This design comes from an exercise in tuning for small area on the open sky130 flow, not from production work.
Only simulation tests tie the RTL to the original design; equivalence was not proved.
No activity file was given, so power comes from the tool's default toggle rates.

==> flow/design.v <==
`default_nettype none
package ub_pkg;
    typedef logic [16-1:0] ub_word_t;
    typedef ub_word_t [8-1:0] act_row_t;
    typedef struct packed {
        logic                  cyc;
        logic                  stb;
        logic                  we;
        logic [6-1:0] adr;
        logic [16-1:0] dat;
    } wb_req_t;
    typedef struct packed {
        logic                 en;
        logic [3-1:0] col;
        ub_word_t             data;
    } bank_wr_t;
    typedef struct packed {
        ub_word_t data;
        logic     last;  
    } stream_beat_t;
    typedef enum logic {
        S_IDLE,
        S_RUN
    } stream_state_t;
endpackage
`default_nettype wire
`default_nettype none
`timescale 1ns/1ps
module ub_top (
    input  wire                                  clk,
    input  wire                                  reset,
    input  wire                                  wb_cyc,
    input  wire                                  wb_stb,
    input  wire                                  wb_we,
    input  wire [6-1:0]                 wb_adr,
    input  wire [16-1:0]                 wb_dat,
    output wire                                  wb_ack,
    input  wire                                  store,
    input  wire [8-1:0]                   acc_full,
    input  wire [8*8*16-1:0] acc_rows,
    input  wire                                  ext_start,
    output wire [16-1:0]                 out_data,
    output wire                                  out_last,
    output wire                                  out_valid,
    input  wire                                  out_ready
);
    localparam int W     = 16;
    localparam int WORDS = 8 * 8;
    logic ack;
    wire  take = wb_cyc && wb_stb && !ack && !store;
    always_ff @(posedge clk) begin
        if (reset) ack <= 1'b0;
        else       ack <= take;
    end
    assign wb_ack = ack;
    logic [WORDS*W-1:0] mem_n;
    wire         st   = store && !reset;                    
    wire [W-1:0] datg = wb_dat & {W{!reset && !store}};     
    wire         hw   = take && wb_we;                      
    for (genvar w = 0; w < WORDS; w++) begin : g_word
        wire en = reset || (store && acc_full[w / 8]) || (hw && wb_adr == w);
        always_ff @(posedge clk) begin
            if (en) mem_n[w*W +: W] <= ~(({W{st}} & acc_rows[w*W +: W]) | datg);
        end
    end
    logic                  run;
    logic [6-1:0] ptr;    
    logic [W-1:0]          beat;
    wire last = (ptr == '0);       
    wire load = run ? (out_ready && !last) : ext_start;
    always_ff @(posedge clk) begin
        if (reset) begin
            run <= 1'b0;
            ptr <= '0;
        end else begin
            if (!run) begin
                if (ext_start) run <= 1'b1;
            end else if (out_ready && last) begin
                run <= 1'b0;
            end
            if (load) ptr <= ptr + 1'b1;
        end
    end
    logic [W-1:0] rd_n;
    always_comb begin
        rd_n = '0;
        for (int w = 0; w < WORDS; w++)
            rd_n = rd_n | (mem_n[w*W +: W] & {W{ptr == w}});
    end
    always_ff @(posedge clk) begin
        if (load) beat <= ~rd_n;
    end
    assign out_valid = run;
    assign out_data  = beat;
    assign out_last  = last;
endmodule
`default_nettype wire
clock: 5.0 ns
lec_check: 0
cap_margin: 20
core_margin: 2
core_utilization: 40
cts_buf_list: sky130_fd_sc_hd__clkbuf_4 sky130_fd_sc_hd__clkbuf_8
slew_margin: 20
standard.sh (not shown) runs the stock make flow with config.mk's settings and CLKGATE_MAP_FILE= SYNTH_SCRIPT=/design/flow/synth_recipe.tcl, a recipe that flattens the netlist after the stock synthesis.
==> flow/flow/run.sh <==
#!/bin/bash
# The standard layout, with small buffers on the ports and no CTS dummy loads
set -euo pipefail
bash standard.sh \
  'BUFFER_PORTS_ARGS=-buffer_cell sky130_fd_sc_hd__buf_1' \
  'CTS_ARGS=-sink_clustering_enable -repair_clock_nets -dont_use_dummy_load' \
  finish > make_finish.log 2>&1
Edit:
==> flow/run.sh (new file) <==
#!/bin/bash
# synth_recipe.tcl (not shown) runs the flow's synth.tcl, then flattens the netlist and writes it again
# the make line also repeats each setting of config.mk as NAME=value (left out here)
make -C /OpenROAD-flow-scripts/flow DESIGN_CONFIG=/design/flow/config.mk WORK_HOME=/design/flow/orfs CLKGATE_MAP_FILE= SYNTH_SCRIPT=/design/flow/synth_recipe.tcl finish
CTS_BUF_LIST = not set   (was sky130_fd_sc_hd__clkbuf_4 sky130_fd_sc_hd__clkbuf_8)
removed: flow/flow/run.sh
removed: flow/standard.sh
Effect: Combinational power climbs by 25%. Design area climbs by about 14%. Worst setup slack gets better by 0.39 ns. Power climbs by 8.3%. Clock skew drops by 0.033 ns. Worst hold slack gets better by 0.011 ns.

[static timing again, ports no longer ideal]
In the flow no input, the clock included, has a driving cell. The finished layouts below were timed again as built, in two steps. Step 1: set_driving_cell puts a clkbuf_16 on clk and a buf_2 on each other input, an assumption about the parent block. Step 2 moves the port delays by t, midway between the first and last clock arrival at a register: inputs arrive t later, outputs are due t later. That takes back most of the time a late clock gives input paths. a / b / c = ideal / step 1 / step 2; a / b = the first two.
run | t (ns) | slack for setup (ns) | worst setup path at the end | slew at the worst register clock pin (ns) | pins driven straight from the clock port
the first run | 0.773 | 0.515 / 0.433 / 0.923 | register to register | 0.07 / 0.07 | 1
the second run | 0.791 | 0.905 / 0.825 / 0.620 | input to register | 0.07 / 0.07 | 1
After both steps setup and hold are still met in every run listed. For the second run, which loses most, drivers alone change the setup slack by -0.080 ns; drivers and shift together by -0.285 ns.
